Background: an optimization exercise with open tools, aiming at small area. Do not read the settings as production practice.
Only simulation tests tie the RTL to the original design; equivalence was not proved.
Power and IR drop assume default switching activity.

==> flow/design.v <==
module instr_issue_unit #(
    parameter int               ISIZE = 16,
    parameter int               DSIZE = 16,
    parameter int               DEPTH = 64,
    parameter int               AW    = 6,
    parameter logic [ISIZE-1:0] NOP   = '0
) (
    input  logic             clk,
    input  logic             reset,
    input  logic             load_we,
    input  logic [AW-1:0]    load_addr,
    input  logic [ISIZE-1:0] load_instr,
    input  logic [DSIZE-1:0] load_data,
    input  logic             load_init,
    input  logic             start,
    input  logic [AW:0]      prog_len,
    input  logic             stall,
    input  logic             abort,
    output logic [ISIZE-1:0] Instruction,
    output logic [DSIZE-1:0] DataInit,
    output logic             InitSel,
    output logic             issue_valid,
    output logic [AW-1:0]    pc,
    output logic             busy,
    output logic             done
);
    localparam int EW = ISIZE + DSIZE + 1;
    localparam int NP = DEPTH / 2;       
    localparam int PW = AW - 1;          
    logic              fetch;
    logic [AW-1:0]     lm1;       
    logic              last;
    logic              clr;
    logic              idle_done;
    logic              len_zero;
    logic [AW-1:0]     lm1_in;
    logic [AW-1:0]     pc_inc;
    logic              phase;
    logic              pol_a;
    logic              pol_b;
    logic [EW-1:0]     slot_a [NP];
    logic [EW-1:0]     slot_b [NP];
    logic [EW-1:0]     a_nxt  [NP];
    logic [NP-1:0]     col    [EW];
    logic [EW-1:0]     din;
    logic              wreq;
    logic              in_a;        
    logic [EW-1:0]     bus_d;       
    logic [NP-1:0]     wr_d;
    logic [NP-1:0]     wr_p;
    logic [NP-1:0]     rot;
    logic              wp_v;
    logic [PW-1:0]     wp_pair;
    logic [EW-1:0]     wp_data;
    logic [AW-1:0]     ra;
    logic [NP-1:0]     rsel;
    logic [EW-1:0]     rd_a;        
    logic [EW-1:0]     rd_t;        
    logic              byp;
    logic              nbyp;
    logic [EW-1:0]     pf;          
    logic [EW-1:0]     pf_nxt;
    assign busy      = fetch | issue_valid;
    assign idle_done = ~busy;
    assign clr       = reset | abort;
    assign last      = (pc == lm1);
    assign len_zero  = (prog_len == '0);
    assign lm1_in    = prog_len[AW] ? {AW{1'b1}} : (prog_len[AW-1:0] - 1'b1);
    assign pc_inc    = pc + 1'b1;
    always_ff @(posedge clk) begin
        phase <= ~phase;
        pol_a <= ~pol_b;
        pol_b <= pol_a;
    end
    assign din   = {load_init, load_data, load_instr};
    assign wreq  = load_we & idle_done;
    assign in_a  = (load_addr[0] == phase);
    assign bus_d = din ^ {EW{pol_b}};
    always_ff @(posedge clk) begin
        wp_v    <= wreq & in_a;
        wp_pair <= load_addr[AW-1:1];
        wp_data <= din ^ {EW{pol_a}};
    end
    generate
        for (genvar p = 0; p < NP; p++) begin : g_pair
            assign wr_d[p] = wreq & ~in_a & (load_addr[AW-1:1] == PW'(p));
            assign wr_p[p] = wp_v & (wp_pair == PW'(p)) & ~wr_d[p];
            assign rot[p]  = ~(wr_d[p] | wr_p[p]);
            assign rsel[p] = (ra[AW-1:1] == PW'(p));
            for (genvar b = 0; b < EW; b++) begin : g_bit
                iu_aoi222 u_next (
                    .q({wp_data[b], bus_d[b], slot_b[p][b]}),
                    .sel({wr_p[p], wr_d[p], rot[p]}),
                    .y(a_nxt[p][b])
                );
                assign col[b][p] = slot_a[p][b];
            end
            always_ff @(posedge clk) begin
                slot_a[p] <= a_nxt[p];
                slot_b[p] <= slot_a[p];
            end
        end
        for (genvar b = 0; b < EW; b++) begin : g_col
            iu_read_bit u_read (.q(col[b]), .sel(rsel), .y(rd_a[b]));
        end
    endgenerate
    assign ra   = fetch ? pc : (issue_valid ? pc_inc : '0);
    assign rd_t = rd_a ^ {EW{pol_a}};
    assign byp  = wreq & (load_addr == '0);
    assign nbyp = ~byp;
    logic [EW-1:0] fields;
    logic [EW-1:0] fields_nxt;
    logic          f_lda;
    logic          f_ldp;
    logic          f_hold;
    assign f_lda  = fetch & ~clr & (pc[0] == phase);
    assign f_ldp  = fetch & ~clr & (pc[0] != phase);
    assign f_hold = issue_valid & stall & ~clr;
    generate
        for (genvar b = 0; b < EW; b++) begin : g_out
            iu_oai22 u_pf (.a(rd_t[b]), .sa(byp), .b(din[b]), .sb(nbyp), .y(pf_nxt[b]));
            iu_ao222 u_out (
                .a(rd_t[b]), .sa(f_lda), .b(~pf[b]), .sb(f_ldp), .c(fields[b]), .sc(f_hold),
                .y(fields_nxt[b])
            );
        end
    endgenerate
    always_ff @(posedge clk) begin
        pf     <= pf_nxt;
        fields <= fields_nxt;
    end
    assign {InitSel, DataInit, Instruction} = fields;
    always_ff @(posedge clk) begin
        if (clr) begin
            fetch       <= 1'b0;
            issue_valid <= 1'b0;
            done        <= 1'b0;
            pc          <= '0;
        end else if (idle_done) begin
            if (start) begin
                pc    <= '0;
                lm1   <= lm1_in;
                fetch <= ~len_zero;
                done  <= len_zero;
            end
        end else if (fetch) begin
            fetch       <= 1'b0;
            issue_valid <= 1'b1;
        end else if (!stall) begin
            issue_valid <= 1'b0;
            fetch       <= ~last;
            done        <= last;
            if (!last) pc <= pc_inc;
        end
    end
endmodule
module iu_oai22 (
    input  logic a,
    input  logic sa,
    input  logic b,
    input  logic sb,
    output logic y
);
    assign y = ~((a | sa) & (b | sb));
endmodule
module iu_ao222 (
    input  logic a,
    input  logic sa,
    input  logic b,
    input  logic sb,
    input  logic c,
    input  logic sc,
    output logic y
);
    assign y = (a & sa) | (b & sb) | (c & sc);
endmodule
module iu_aoi222 (
    input  logic [2:0] q,
    input  logic [2:0] sel,
    output logic       y
);
    assign y = ~|(q & sel);
endmodule
module iu_nand2 (
    input  logic [1:0] a,
    output logic       y
);
    assign y = ~&a;
endmodule
module iu_nand4 (
    input  logic [3:0] a,
    output logic       y
);
    assign y = ~&a;
endmodule
module iu_or3 (
    input  logic [2:0] a,
    output logic       y
);
    assign y = |a;
endmodule
module iu_read_bit (
    input  logic [31:0] q,
    input  logic [31:0] sel,
    output logic        y
);
    logic [11:0] a;    
    logic [2:0]  b;    
    for (genvar i = 0; i < 10; i++) begin : g_a
        iu_aoi222 u_a (.q(q[3*i +: 3]), .sel(sel[3*i +: 3]), .y(a[i]));
    end
    iu_nand2 u_a10 (.a({q[30], sel[30]}), .y(a[10]));
    iu_nand2 u_a11 (.a({q[31], sel[31]}), .y(a[11]));
    for (genvar i = 0; i < 3; i++) begin : g_b
        iu_nand4 u_b (.a(a[4*i +: 4]), .y(b[i]));
    end
    iu_or3 u_c (.a(b), .y(y));
endmodule
==> flow/run.sh <==
#!/bin/bash
# synth_recipe.tcl (not shown) runs the flow's synth.tcl, then flattens the netlist and writes it again
# the make line also repeats each setting of config.mk as NAME=value (left out here)
make -C /OpenROAD-flow-scripts/flow DESIGN_CONFIG=/design/flow/config.mk WORK_HOME=/design/flow/orfs CLKGATE_MAP_FILE= SYNTH_SCRIPT=/design/flow/synth_recipe.tcl finish
==> flow/config.mk <==
export PLATFORM = sky130hd
export DESIGN_NAME = instr_issue_unit
export DESIGN_NICKNAME = instr_issue_unit
export VERILOG_FILES = /design/flow/design.v
export SDC_FILE = /design/flow/constraint.sdc
export NUM_CORES = 4
export LEC_CHECK = 0
export ABC_CLOCK_PERIOD_IN_PS = 5000
export CAP_MARGIN = 10
export CORE_MARGIN = 2
export CORE_UTILIZATION = 55
export CTS_BUF_LIST = sky130_fd_sc_hd__clkbuf_16
export CTS_CLUSTER_SIZE = 24
export SLEW_MARGIN = 10
export SYNTH_HIERARCHICAL = 1
==> flow/constraint.sdc <==
create_clock -name core_clock -period 5.0 [get_ports {clk}]
set_input_delay 1.0000 -clock core_clock [delete_from_list [all_inputs] [get_ports {clk}]]
set_output_delay 1.0000 -clock core_clock [all_outputs]
set_load 0.01 [all_outputs]
==> flow_summary.yaml, run 1 <==
logic_synthesis:
  ys_ff_latch: 2235
  postSynthCellCount: 4384
  synth_nets: 4439
  ys_seq_area_frac: 0.709
  async_flop_share: 0
  synth_ff_type: "dfxtp_1"
  synth_cell_types: 49
  synthesis.area_um2: 63200
  synth.area.top_cells: "dfxtp_1 (71%), a222oi_1 (22%), xor2_1 (1.5%)"
  syn_area_per_cell_um2: 14.4
  yosysWarnings: 14
  synth_top_area_cell: "dfxtp_1"
  synth_top_area_frac: 0.706
  synth_edf_count: 6
worst_setup_path:
  crit_top_cell: "a222oi_1"
  r2r_start: "pc[2]"
  r2r_cells: 11
  cp_max_fo: 29
  worstReg2RegEnd: "fields[1]"
  crit_buf_inv: 1
  worstPathArrival_ps: 5230
  r2r_slack_ps: 480
  required_ps: 5710
  max_stage_delay_ps: 1040
  path_class: "reg2reg"
  slowest_stage: "nor2_4"
  start_kind: "register"
  end_kind: "register"
  path_cells: "and3_1 -> a31oi_1 -> a221oi_1 -> o21ai_1 -> nor2_4 -> a222oi_1 -> nand4_1 -> or3_1 -> xor2_1 -> a222oi_1 -> inv_1"
  crit_family: "simple AND/OR/NAND/NOR gates"
global_route:
  grt_overflow: 0
  met3_usage: 0.0814
  grt_max_degree: 35
  top_usage_layer: "met2"
  grt_use_met2: 0.593
  grt.total_usage: 0.393
  grt_pass1_vias: 49000
  grt_pass1_wl_um: 342000
  grt_use_met1: 0.522
  antenna_found_initial: 0
route:
  antenna_left: 0
  wl_per_cell_um: 36.4
  drt_wl_total_um: 239000
  num_vias: 50200
  route.detailed.drc: 0
  first_iter_violations: 12700
  dr.pass1.iters: 12
  viasPerCell: 7.62
die:
  rows: 124
  die_w_um: 343
  initial_core_util: 0.553
  ios: 94
  coreArea_um2: 114000
  fp.dieH_um: 343
  die_area_um2: 118000
cts:
  clk_pin_slew_ps: 60
  post_cts_buffers: 0
  cts.path.max_buffers: 3
  cts.sinks: 2235
  post_cts_resize_count: 0
  cts_root_buf: "clkbuf_16"
  insertion_delay_ps: 830
  cts_tree: "yes"
  cts.htree.levels: 4
  holdBufCountCts: 0
  cts_buffers: 208
layout:
  fillers: 8684
  area_growth_pct: 19.6
  fin_cells: 6580
  seq_area_um2: 44800
  drive_gt1_frac: 0.136
  final_nets: 4956
  final_common_cell: "dfxtp_1"
  layout_common_cells: "dfxtp_1 (2221), a222oi_1 (1419), buf_4 (240)"
  multi_input_area_um2: 19300
pwr:
  netSwitchingFraction: 0.228
  power_density_nw_per_um2: 522
  pwr-share-comb: 0.061
  power.leakage_nw: 28.7
  power.internal_mw: 30.4
  clkPwrFrac: 0.380
  power_switching_mw: 9.00
  p_seq_frac: 0.558
  ir_worst_vdd_mv: 0.389
min_path:
  hold_depth: 0
  hp-class: "reg2reg"
  hold_end: "slot_b[29][15]"
  hold_start: "slot_a[29][15]"
sta:
  grt_setup_unrepaired: "no"
  setup_tns_ps: 0
  period_needed_ps: 4520
  slew_viol_final: 0
  tightestPinTransition_ps: 1330
  finalHoldViolations: 0
  fmax_mhz: 221
  fin_skew_ps: 23.7
  max-slew-margin-rel: 0.106
  setup_viol: 0
  finalWorstSetupSlack_ps: 481
  finalCritPeriodShare: 0.904
place:
  portBuffers: 93
  place_congestion: 0.927
  preCtsSetupSlack_ps: 321
  place_inst: 6203
  hpwl_um: 137000
status:
  status: "no timing/DRC/antenna violations"
run:
  drv_cap: 0
==> sequential cells by signal, summed over array words and instances, names as in the netlist, 5 cells and up <==
| register | cells |
|---|---|
| pc | 6 |
| wp_pair | 5 |
| fields | 33 |
| pf | 33 |
| slot_a | 1056 |
| wp_data | 33 |
| lm1 | 6 |
| slot_b | 1056 |
==> cell families after synthesis <==
kind of cell             Yosys count  synth area share
flip-flops                      2235             0.709
AO/OA/AOI/OAI                   1522             0.235
AND/OR/NAND/NOR                  407            0.0334
XOR/XNOR                         110            0.0152
buffers and inverters            105           0.00644
adder cells (fa/ha/maj)            3          0.000594
multiplexers                       2          0.000356
==> power groups by stage <==
stage	logic [mW]	clock network [mW]	registers, mW
2_1_floorplan	1.67	0	21.9
3_3_place_gp	2.30	0	22.3
3_5_place_dp	2.38	0	22.3
4_1_cts	2.39	15.1	22.0
5_1_grt	2.57	15.8	22.2
6_report	2.41	15.0	22.0
==> how the worst max path moves through the flow <==
stage                        from            end  slack [ps]  cells after the start
after floorplan           load_we  slot_a[19][0]          10                      6
after global placement      pc[1]      fields[1]         380                     13
after detailed placement    pc[1]      fields[1]         320                     13
after CTS                   pc[1]      fields[1]         310                     13
after global routing        pc[2]      fields[1]         250                     11
final                       pc[2]      fields[1]         480                     11
==> synth_stat cells (3+ instances only) <==
| cell type | n |
|---|---|
| nand3_1 | 10 |
| xnor2_1 | 3 |
| and3_1 | 6 |
| a311oi_1 | 3 |
| edfxtp_1 | 6 |
| nor4_1 | 9 |
| a222oi_1 | 1419 |
| nand4_1 | 101 |
| a31oi_1 | 10 |
| nor3_1 | 33 |
| a21oi_1 | 34 |
| ha_1 | 3 |
| clkbuf_1 | 19 |
| nand2_1 | 95 |
| o21ai_0 | 4 |
| nor2_2 | 6 |
| nand2b_1 | 16 |
| nor2_1 | 79 |
| buf_2 | 10 |
| nor2b_1 | 5 |
| dfxtp_1 | 2229 |
| o22ai_1 | 33 |
| inv_1 | 74 |
| or3_1 | 33 |
| xor2_1 | 107 |
==> modules after synthesis, one instance, submodules excluded, a selection <==
module / times used / cell area (um2) / flops+latches
iu_nand2: 66 / 3.75 / 0
iu_aoi222: 1386 / 10.0 / 0
iu_oai22: 33 / 6.26 / 0
instr_issue_unit: 1 / 47600 / 2235
iu_nand4: 99 / 6.26 / 0
iu_or3: 33 / 6.26 / 0
iu_ao222: 33 / 13.8 / 0
==> area by class of cell <==
type / count / area share
clock inverter: 161 / 0.0135
multi-input combinational: 2044 / 0.256
inverter: 74 / 0.00368
tap: 1512 / 0.0250
antenna: 2 / 0.0000662
timing repair buffer: 338 / 0.0375
clock buffer: 214 / 0.0709
sequential: 2235 / 0.593
==> routing by layer <==
metal / vias up / share of wire
met4: 0 / 0.065
met3: 605 / 0.12
met1: 25100 / 0.37
li1: 20600 / -
met2: 3836 / 0.44
met5: - / 0
==> stage by stage <==
stage	total power, mW	hold WS (ps)	cell area [um2]	util
2_1_floorplan	23.6	329	63200	-
3_5_place_dp	24.7	334	69200	0.606
6_report	39.4	335	75600	0.662
5_1_grt	40.6	340	75500	0.662
3_3_place_gp	24.6	333	69200	0.606
4_1_cts	39.4	337	75500	0.662
==> run 2: changes to the inputs <==
--- a/flow/design.v
+++ b/flow/design.v
@@ -59,6 +59,4 @@
     logic              byp;
     logic              nbyp;
-    logic [EW-1:0]     pf;          
-    logic [EW-1:0]     pf_nxt;
     assign busy      = fetch | issue_valid;
     assign idle_done = ~busy;
@@ -109,26 +107,19 @@
     assign byp  = wreq & (load_addr == '0);
     assign nbyp = ~byp;
-    logic [EW-1:0] fields;
-    logic [EW-1:0] fields_nxt;
-    logic          f_lda;
-    logic          f_ldp;
-    logic          f_hold;
-    assign f_lda  = fetch & ~clr & (pc[0] == phase);
-    assign f_ldp  = fetch & ~clr & (pc[0] != phase);
-    assign f_hold = issue_valid & stall & ~clr;
+    logic [EW-1:0] fields_n;
+    logic [EW-1:0] ld_n;
+    logic          pre;         
+    logic          f_ld;
+    assign pre  = ~clr & ((issue_valid & ~stall & ~last) | (idle_done & start & ~len_zero));
+    assign f_ld = (pre | fetch) & (ra[0] == phase);
     generate
         for (genvar b = 0; b < EW; b++) begin : g_out
-            iu_oai22 u_pf (.a(rd_t[b]), .sa(byp), .b(din[b]), .sb(nbyp), .y(pf_nxt[b]));
-            iu_ao222 u_out (
-                .a(rd_t[b]), .sa(f_lda), .b(~pf[b]), .sb(f_ldp), .c(fields[b]), .sc(f_hold),
-                .y(fields_nxt[b])
-            );
+            iu_oai22 u_ld (.a(rd_t[b]), .sa(byp), .b(din[b]), .sb(nbyp), .y(ld_n[b]));
         end
     endgenerate
     always_ff @(posedge clk) begin
-        pf     <= pf_nxt;
-        fields <= fields_nxt;
+        if (f_ld) fields_n <= ld_n;
     end
-    assign {InitSel, DataInit, Instruction} = fields;
+    assign {InitSel, DataInit, Instruction} = ~(fields_n | {EW{~issue_valid}});
     always_ff @(posedge clk) begin
         if (clr) begin
@@ -163,15 +154,4 @@
 );
     assign y = ~((a | sa) & (b | sb));
-endmodule
-module iu_ao222 (
-    input  logic a,
-    input  logic sa,
-    input  logic b,
-    input  logic sb,
-    input  logic c,
-    input  logic sc,
-    output logic y
-);
-    assign y = (a & sa) | (b & sb) | (c & sc);
 endmodule
 module iu_aoi222 (
--- a/flow/config.mk
+++ b/flow/config.mk
@@ -11,5 +11,6 @@
 export CORE_UTILIZATION = 55
 export CTS_BUF_LIST = sky130_fd_sc_hd__clkbuf_16
-export CTS_CLUSTER_SIZE = 24
+export CTS_CLUSTER_DIAMETER = 150
+export CTS_CLUSTER_SIZE = 30
 export SLEW_MARGIN = 10
 export SYNTH_HIERARCHICAL = 1
==> flow_summary.yaml, run 2 <==
pwr:
  power.leakage_nw: 25.8
  power_density_nw_per_um2: 459
  ir_worst_vdd_mv: 0.328
cts:
  cts.path.max_buffers: 3
  cts.htree.levels: 3
  cts.sinks: 2202
  post_cts_resize_count: 0
  post_cts_buffers: 0
  insertion_delay_ps: 720
  cts_tree: "yes"
  cts_buffers: 83
  holdBufCountCts: 0
  clk_pin_slew_ps: 120
  cts_root_buf: "clkbuf_16"
global_route:
  antenna_found_initial: 10
  grt_max_degree: 35
  grt_overflow: 0
  grt_pass1_wl_um: 339000
  grt.total_usage: 0.392
  grt_pass1_vias: 47200
worst_setup_path:
  cp-startpoint: "pc[2]"
  slowest_stage: "a22oi_2"
  r2r_start: "pc[2]"
  end_kind: "register"
  worstPathArrival_ps: 4950
  crit_buf_inv: 2
  path_cells: "nand3_4 -> mux2_4 -> a22oi_2 -> buf_4 -> nor3_2 -> buf_4 -> a222oi_1 -> nand4_1 -> or3_1 -> xor2_1 -> o22ai_1"
  start_kind: "register"
  required_ps: 5440
  crit_top_cell: "buf_4"
  path_class: "reg2reg"
  cp_max_fo: 20
  r2r_slack_ps: 490
  crit_family: "compound AO/OA/AOI/OAI gates"
  max_stage_delay_ps: 620
route:
  num_vias: 48900
  drt_wl_total_um: 237000
  route.detailed.drc: 0
  dr.pass1.iters: 13
  antenna_left: 0
  first_iter_violations: 12900
  wl_per_cell_um: 38.3
  viasPerCell: 7.89
sta:
  setup_viol: 0
  finalCritPeriodShare: 0.902
  slew_viol_final: 0
  period_needed_ps: 4510
  fin_skew_ps: 28.6
  fmax_mhz: 222
  max-slew-margin-rel: 0.121
  setup_tns_ps: 0
  finalWorstSetupSlack_ps: 491
  tightestPinTransition_ps: 1320
  finalHoldViolations: 0
  grt_setup_unrepaired: "no"
logic_synthesis:
  synth_ff_type: "dfxtp_1"
  synth_edf_count: 39
  ys_seq_area_frac: 0.711
  async_flop_share: 0
  postSynthCellCount: 4300
  synthesis.area_um2: 62600
  ys_ff_latch: 2202
  synth_nets: 4355
  synth_cell_types: 56
  syn_area_per_cell_um2: 14.6
  synth_top_area_frac: 0.692
  synth.area.top_cells: "dfxtp_1 (69%), a222oi_1 (22%), edfxtp_1 (1.9%)"
  yosysMostFrequentCell: "dfxtp_1"
  synth_top_area_cell: "dfxtp_1"
  yosysWarnings: 14
  synth_common_cells: "dfxtp_1 (2163), a222oi_1 (1386), nand4_1 (110)"
layout:
  fillers: 8801
  layout_common_cells: "dfxtp_1 (2158), a222oi_1 (1386), buf_4 (218)"
  fin_cells: 6198
  top_regs: "slot_a (1056), slot_b (1056)"
  area_growth_pct: 13.1
  drive_gt1_frac: 0.106
  fin_area_um2: 70800
  final_common_cell: "dfxtp_1"
  final_nets: 4724
min_path:
  hp-class: "reg2reg"
  hold_start: "slot_a[25][27]"
die:
  fp.dieH_um: 341
  die_area_um2: 117000
  die_w_um: 341
  ios: 94
  coreArea_um2: 113000
  rows: 123
  initial_core_util: 0.556
place:
  hpwl_um: 140000
  place_congestion: 0.908
  preCtsSetupSlack_ps: 631
  portBuffers: 93
  placed_area_um2: 68500
  place_inst: 6084
status:
  status: "no timing/DRC/antenna violations"
run:
  drv_cap: 0
run 2: cell type report:
type	count	area (um2)	area share
Sequential cell	2202	44500	0.629
Multi-Input combinational cell	2048	19300	0.273
Timing Repair Buffer	323	2810	0.0397
Inverter	11	41.3	0.000583
Clock inverter	25	120	0.00170
Antenna cell	4	10.0	0.000141
Tap cell	1500	1880	0.0265
Clock buffer	85	2130	0.0301
run 2: per-layer routing:
layer / vias up / wire [um] / GRT usage
met5: - / 100 / 0
met4: 16 / 13000 / 0.191
met3: 521 / 31900 / 0.0918
met2: 3905 / 102000 / 0.583
met1: 24600 / 90100 / 0.540
li1: 19900 / - / -
run 2: kinds of logic (layout without fill, tap and decap cells):
| logic type | after synthesis | in the layout | share of synthesized area |
|---|---|---|---|
| AO/OA/AOI/OAI | 1495 | 1495 | 0.233 |
| XOR/XNOR | 112 | 112 | 0.0157 |
| adder cells (fa/ha/maj) | 3 | 3 | 0.000600 |
| buffers and inverters | 50 | 444 | 0.00344 |
| flip-flops | 2202 | 2202 | 0.711 |
| multiplexers | 2 | 2 | 0.000400 |
| other | 0 | 4 | 0 |
| AND/OR/NAND/NOR | 436 | 436 | 0.0363 |
run 2: path summary, 6_finish.rpt:
kind / to / cells past startpoint
max: fields_n[12] / 11
min reg2reg: slot_b[25][27] / 0
max reg2reg: fields_n[12] / 11
min: slot_b[25][27] / 0
run 2: per-module statistics from Yosys (local to each module, per instance), a selection:
| module | flops+latches | cells |
|---|---|---|
| iu_aoi222 | 0 | 1 |
| iu_nand4 | 0 | 1 |
| iu_oai22 | 0 | 1 |
| instr_issue_unit | 2202 | 2683 |
| iu_or3 | 0 | 1 |
| iu_nand2 | 0 | 1 |
run 2: where the power goes:
part / total (mW) / internal [mW] / switching [mW]
Combinational: 2.42 / 1.35 / 1.07
Sequential: 21.7 / 20.5 / 1.22
Clock: 8.37 / 3.12 / 5.25
run 2: through the flow:
step,hold slack [ps],total power [mW],utilization
final,345,32.5,0.628
after global placement,332,24.3,0.608
after CTS,348,32.5,0.628
after floorplan,329,23.3,-
after detailed placement,335,24.4,0.608
after global routing,349,33.5,0.628
==> run 3: changes to the inputs <==
--- a/flow/design.v
+++ b/flow/design.v
@@ -121,5 +121,13 @@
         if (f_ld) fields_n <= ld_n;
     end
-    assign {InitSel, DataInit, Instruction} = ~(fields_n | {EW{~issue_valid}});
+    logic          n_issue;
+    logic [EW-1:0] fields_o;
+    assign n_issue = ~issue_valid;
+    generate
+        for (genvar b = 0; b < EW; b++) begin : g_fo
+            iu_nor2 u_o (.a({fields_n[b], n_issue}), .y(fields_o[b]));
+        end
+    endgenerate
+    assign {InitSel, DataInit, Instruction} = fields_o;
     always_ff @(posedge clk) begin
         if (clr) begin
@@ -168,4 +176,10 @@
     assign y = ~&a;
 endmodule
+module iu_nor2 (
+    input  logic [1:0] a,
+    output logic       y
+);
+    assign y = ~|a;
+endmodule
 module iu_nand4 (
     input  logic [3:0] a,
--- a/flow/config.mk
+++ b/flow/config.mk
@@ -7,10 +7,10 @@
 export LEC_CHECK = 0
 export ABC_CLOCK_PERIOD_IN_PS = 5000
-export CAP_MARGIN = 10
+export CAP_MARGIN = 5
 export CORE_MARGIN = 2
-export CORE_UTILIZATION = 55
+export CORE_UTILIZATION = 62
 export CTS_BUF_LIST = sky130_fd_sc_hd__clkbuf_16
 export CTS_CLUSTER_DIAMETER = 150
 export CTS_CLUSTER_SIZE = 30
-export SLEW_MARGIN = 10
+export SLEW_MARGIN = 5
 export SYNTH_HIERARCHICAL = 1
==> flow_summary.yaml, run 3 <==
status:
  status: "no timing/DRC/antenna violations"
logic_synthesis:
  synth_nets: 4351
  synth_edf_count: 39
  synth_common_cells: "dfxtp_1 (2163), a222oi_1 (1386), nor2_1 (109)"
  synth_top_area_frac: 0.693
  syn_area_per_cell_um2: 14.6
  ys_ff_latch: 2202
  yosysMostFrequentCell: "dfxtp_1"
  postSynthCellCount: 4296
  async_flop_share: 0
  synth_top_area_cell: "dfxtp_1"
  synthesis.area_um2: 62500
  synth_ff_type: "dfxtp_1"
  synth.area.top_cells: "dfxtp_1 (69%), a222oi_1 (22%), edfxtp_1 (1.9%)"
  ys_seq_area_frac: 0.711
  yosysWarnings: 14
  synth_cell_types: 53
global_route:
  grt_overflow: 0
  grt_pass1_wl_um: 321000
  grt.total_usage: 0.414
  antenna_found_initial: 7
  grt_max_degree: 48
  grt_pass1_vias: 47200
layout:
  final_common_cell: "dfxtp_1"
  area_growth_pct: 12.2
  top_regs: "slot_a (1056), slot_b (1056)"
  fin_area_um2: 70100
  layout_common_cells: "dfxtp_1 (2149), a222oi_1 (1386), buf_4 (208)"
  drive_gt1_frac: 0.105
  final_nets: 4706
die:
  rows: 116
  die_w_um: 322
  fp.dieH_um: 322
  initial_core_util: 0.625
  ios: 94
  die_area_um2: 103000
  coreArea_um2: 100000
pwr:
  power.leakage_nw: 25.6
  ir_worst_vdd_mv: 0.353
  power_density_nw_per_um2: 461
  total_power_mw: 32.3
worst_setup_path:
  r2r_cells: 13
  start_kind: "register"
  endpoint: "fields_n[4]"
  r2r_slack_ps: 480
  required_ps: 5440
  cp-startpoint: "pc[1]"
  r2r_start: "pc[1]"
  cp_max_fo: 25
  end_kind: "register"
  path_class: "reg2reg"
  worstReg2RegEnd: "fields_n[4]"
  worstPathArrival_ps: 4960
cts:
  clk_pin_slew_ps: 110
  cts_tree: "yes"
  cts.path.max_buffers: 3
  cts_buffers: 83
  cts.htree.levels: 3
  cts.sinks: 2202
  cts_root_buf: "clkbuf_16"
  holdBufCountCts: 0
  post_cts_buffers: 0
  insertion_delay_ps: 730
  post_cts_resize_count: 0
sta:
  fmax_mhz: 221
  finalCritPeriodShare: 0.904
  setup_viol: 0
  finalHoldViolations: 0
  max-slew-margin-rel: 0.108
  slew_viol_final: 0
  period_needed_ps: 4520
  grt_setup_unrepaired: "no"
  fin_skew_ps: 26.8
  tightestPinTransition_ps: 1340
route:
  wl_per_cell_um: 37.1
  drt_wl_total_um: 222000
  first_iter_violations: 12600
  antenna_left: 0
  viasPerCell: 8.12
  num_vias: 48500
  dr.pass1.iters: 14
  route.detailed.drc: 0
min_path:
  hold_depth: 0
  hp-class: "reg2reg"
run:
  drv_cap: 0
place:
  placed_area_um2: 67800
  place_congestion: 0.921
  portBuffers: 93
  hpwl_um: 128000
run 3: where the power goes:
group	switching [mW]	total (mW)	internal (mW)
registers	1.25	21.7	20.4
clock network	5.21	8.34	3.13
logic	0.979	2.31	1.33
total	7.44	32.3	24.9
run 3: kinds of logic (layout without fill, tap and decap cells):
| logic type | Yosys count | count (layout) | share of synthesized area |
|---|---|---|---|
| DFF | 2202 | 2202 | 0.711 |
| adders and majority gates | 3 | 3 | 0.000601 |
| xor gates and xnor gates | 111 | 111 | 0.0156 |
| AOI/OAI and AO/OA | 1488 | 1488 | 0.232 |
| buffers and inverters | 40 | 420 | 0.00274 |
| muxes | 2 | 2 | 0.000360 |
| and+or+nand+nor | 450 | 450 | 0.0375 |
| other | 0 | 1 | 0 |
run 3: critical path, stage by stage, from the launching register on:
cell      delay [ps]
dfxtp_1          490
ha_1             370
nand3_4          110
mux2_2           290
a22oi_1          290
nand2b_1         410
buf_4            290
nor2_4           110
buf_4            290
a222oi_1         410
nand4_1          390
or3_1            440
xor2_1           220
o22ai_1          110
run 3: layer usage:
metal | part of all wire | GRT usage | vias up
li1 | - | - | 19800
met1 | 0.36 | 0.548 | 24100
met2 | 0.44 | 0.630 | 3964
met3 | 0.13 | 0.0899 | 639
met4 | 0.065 | 0.240 | 8
met5 | 0.00024 | 0.00189 | -
run 3: cell type report:
cell class | instances | area [um2]
clock inverter | 25 | 150
inverter | 8 | 30.0
tap | 1298 | 1620
clock buffer | 85 | 2130
fill | 7257 | 29900
sequential | 2202 | 44500
antenna | 1 | 2.50
timing repair buffer | 302 | 2510
multi-input combinational | 2054 | 19200
run 3: worst min-delay path by stage:
stage          slack, ps            from        endpoint
2_1_floorplan        330           pol_a           pol_b
3_3_place_gp         330    slot_a[6][4]    slot_b[6][4]
3_5_place_dp         340  slot_a[21][26]  slot_b[21][26]
4_1_cts              340  slot_a[13][17]  slot_b[13][17]
5_1_grt              350  slot_a[25][31]  slot_b[25][31]
6_report             350  slot_a[13][17]  slot_b[13][17]
run 3: modules after synthesis, one instance, submodules excluded, excerpt:
module,cells inside,cell area [um2],flops+latches
instr_issue_unit,2646,47200,2202
iu_aoi222,1,10.0,0
iu_nand4,1,6.26,0
iu_oai22,1,6.26,0
iu_or3,1,6.26,0
iu_nand2,1,3.75,0
iu_nor2,1,3.75,0
run 3: per-stage QoR:
stage / util / worst slack [ps] / setup TNS (ps) / hold slack, ps / cells
6_report: 0.701 / 482 / 0 / 348 / 5975
5_1_grt: 0.701 / 275 / 0 / 348 / 5974
4_1_cts: 0.701 / 503 / 0 / 341 / 5974
3_5_place_dp: 0.678 / 539 / 0 / 336 / 5864
3_3_place_gp: 0.678 / 597 / 0 / 332 / 5864
2_1_floorplan: - / -111 / -12560 / 329 / 4296
==> run 4: changes to the inputs <==
--- a/flow/config.mk
+++ b/flow/config.mk
@@ -7,5 +7,5 @@
 export LEC_CHECK = 0
 export ABC_CLOCK_PERIOD_IN_PS = 5000
-export CAP_MARGIN = 5
+export CAP_MARGIN = 10
 export CORE_MARGIN = 2
 export CORE_UTILIZATION = 62
@@ -13,4 +13,4 @@
 export CTS_CLUSTER_DIAMETER = 150
 export CTS_CLUSTER_SIZE = 30
-export SLEW_MARGIN = 5
+export SLEW_MARGIN = 10
 export SYNTH_HIERARCHICAL = 1
==> flow_summary.yaml, run 4 <==
status:
  status: "no timing/DRC/antenna violations"
die:
  fp.dieH_um: 322
  die_w_um: 322
  initial_core_util: 0.625
  rows: 116
  die_area_um2: 103000
  ios: 94
  coreArea_um2: 100000
layout:
  drive_gt1_frac: 0.105
  top_regs: "slot_a (1056), slot_b (1056)"
  fin_cells: 5975
  layout_common_cells: "dfxtp_1 (2149), a222oi_1 (1386), buf_4 (208)"
  final_nets: 4706
  area_growth_pct: 12.2
  final_common_cell: "dfxtp_1"
  fin_area_um2: 70100
sta:
  slew_viol_final: 0
  fmax_mhz: 221
  fin_skew_ps: 26.8
  hold_ws_ps: 348
  tightestPinTransition_ps: 1340
  finalHoldViolations: 0
  max-slew-margin-rel: 0.108
  period_needed_ps: 4520
  finalCritPeriodShare: 0.904
  setup_viol: 0
  grt_setup_unrepaired: "no"
route:
  first_iter_violations: 12600
  wl_per_cell_um: 37.1
  drt_wl_total_um: 222000
  viasPerCell: 8.12
  num_vias: 48500
  antenna_left: 0
  dr.pass1.iters: 14
  route.detailed.drc: 0
worst_setup_path:
  path_class: "reg2reg"
  start_kind: "register"
  required_ps: 5440
  worstReg2RegEnd: "fields_n[4]"
  r2r_slack_ps: 480
  cp_max_fo: 25
  r2r_cells: 13
  end_kind: "register"
  worstPathArrival_ps: 4960
  endpoint: "fields_n[4]"
  cp-startpoint: "pc[1]"
  r2r_start: "pc[1]"
logic_synthesis:
  postSynthCellCount: 4296
  synthesis.area_um2: 62500
  syn_area_per_cell_um2: 14.6
  synth_nets: 4351
  synth_edf_count: 39
  ys_ff_latch: 2202
  synth_common_cells: "dfxtp_1 (2163), a222oi_1 (1386), nor2_1 (109)"
  yosysWarnings: 14
  synth_top_area_frac: 0.693
  synth_top_area_cell: "dfxtp_1"
  async_flop_share: 0
  ys_seq_area_frac: 0.711
  synth.area.top_cells: "dfxtp_1 (69%), a222oi_1 (22%), edfxtp_1 (1.9%)"
  yosysMostFrequentCell: "dfxtp_1"
  synth_ff_type: "dfxtp_1"
  synth_cell_types: 53
cts:
  post_cts_buffers: 0
  cts.path.max_buffers: 3
  clk_pin_slew_ps: 110
  insertion_delay_ps: 730
  cts_tree: "yes"
  post_cts_resize_count: 0
  cts_root_buf: "clkbuf_16"
  cts.htree.levels: 3
  cts.sinks: 2202
  holdBufCountCts: 0
  cts_buffers: 83
global_route:
  grt_max_degree: 48
  grt_overflow: 0
  grt.total_usage: 0.414
  grt_pass1_vias: 47200
  grt_pass1_wl_um: 321000
  antenna_found_initial: 7
pwr:
  power.leakage_nw: 25.6
  power_density_nw_per_um2: 461
  ir_worst_vdd_mv: 0.353
place:
  place_congestion: 0.921
  hpwl_um: 128000
  portBuffers: 93
  place_inst: 5864
  placed_area_um2: 67800
min_path:
  hp-class: "reg2reg"
run:
  drv_cap: 0
-- run 4: how the worst min path moves through the flow --
stage / from / to / depth (start not counted)
finish: slot_a[13][17] / slot_b[13][17] / 0
global route: slot_a[25][31] / slot_b[25][31] / 0
CTS: slot_a[13][17] / slot_b[13][17] / 0
detailed placement: slot_a[21][26] / slot_b[21][26] / 0
global placement: slot_a[6][4] / slot_b[6][4] / 0
floorplan: pol_a / pol_b / 0
-- run 4: stage by stage --
stage	setup TNS (ps)	utilization	setup slack [ps]	total power, mW
finish	0	0.701	482	32.3
floorplan	-12560	-	-111	23.2
global placement	0	0.678	597	24.1
detailed placement	0	0.678	539	24.3
global route	0	0.701	275	33.4
CTS	0	0.701	503	32.3
-- run 4: cell type report --
cell class,count,area [um2]
clock buffers,85,2130
inverters,8,30.0
diodes,1,2.50
clock inverters,25,150
fillers,7257,29900
well taps,1298,1620
multi-input cells,2054,19200
flip-flops and latches,2202,44500
repair buffers,302,2510
-- run 4: power breakdown --
group | total [mW] | switching, mW | internal [mW]
clock | 8.34 | 5.21 | 3.13
combinational | 2.31 | 0.979 | 1.33
sequential | 21.7 | 1.25 | 20.4
-- run 4: critical path, stage by stage (launching register included) --
cell and delay (ps):
dfxtp_1 490, ha_1 370, nand3_4 110, mux2_2 290
a22oi_1 290, nand2b_1 410, buf_4 290, nor2_4 110
buf_4 290, a222oi_1 410, nand4_1 390, or3_1 440
xor2_1 220, o22ai_1 110
-- run 4: kinds of logic (layout without fill, tap and decap cells) --
kind of cell | after synthesis | count (layout) | synth area share
other | 0 | 1 | 0
muxes | 2 | 2 | 0.000360
adders and majority gates | 3 | 3 | 0.000601
DFF | 2202 | 2202 | 0.711
and+or+nand+nor | 450 | 450 | 0.0375
xor gates and xnor gates | 111 | 111 | 0.0156
buffers and inverters | 40 | 420 | 0.00274
AOI/OAI and AO/OA | 1488 | 1488 | 0.232
-- run 4: per-module statistics from Yosys, one instance, submodules excluded, a selection --
module            copies in the design  cells inside  area (um2)
iu_aoi222                         1386             1        10.0
iu_nand4                            99             1        6.26
iu_nand2                            66             1        3.75
iu_or3                              33             1        6.26
iu_oai22                            33             1        6.26
instr_issue_unit                     1          2646       47200
iu_nor2                             33             1        3.75
-- run 4: metal layers --
metal | share of wire | up-vias | track usage | routed length, um
met5 | 0.00024 | - | 0.00189 | 54
met4 | 0.065 | 8 | 0.240 | 14500
met3 | 0.13 | 639 | 0.0899 | 29000
met2 | 0.44 | 3964 | 0.630 | 97600
met1 | 0.36 | 24100 | 0.548 | 80300
li1 | - | 19800 | - | -

## what the ideal ports hide
Ports are ideal in the flow. The routed layouts listed here were re-timed in OpenROAD.
Step 1, drivers: a clkbuf_16 drives clk and a buf_2 each remaining input, both assumed.
Step 2 moves the port delays by t, midway between the first and last clock arrival at a register: inputs arrive t later, outputs are due t later. That takes back most of the time a late clock gives input paths.
Three values: ideal, step 1, step 2; two values: the first two.
| run | shift t [ns] | setup slack, ns | hold WS [ns] |
|---|---|---|---|
| run 1 | 0.901 | 0.481 / 0.481 / 0.481 | 0.335 / 0.335 / 0.335 |
| run 2 | 0.792 | 0.491 / 0.491 / 0.491 | 0.345 / 0.345 / 0.345 |
| run 3 | 0.787 | 0.482 / 0.482 / 0.482 | 0.348 / 0.348 / 0.348 |
| run 4 | 0.787 | 0.482 / 0.482 / 0.482 | 0.348 / 0.348 / 0.348 |
After both steps setup and hold are still met in every run listed.
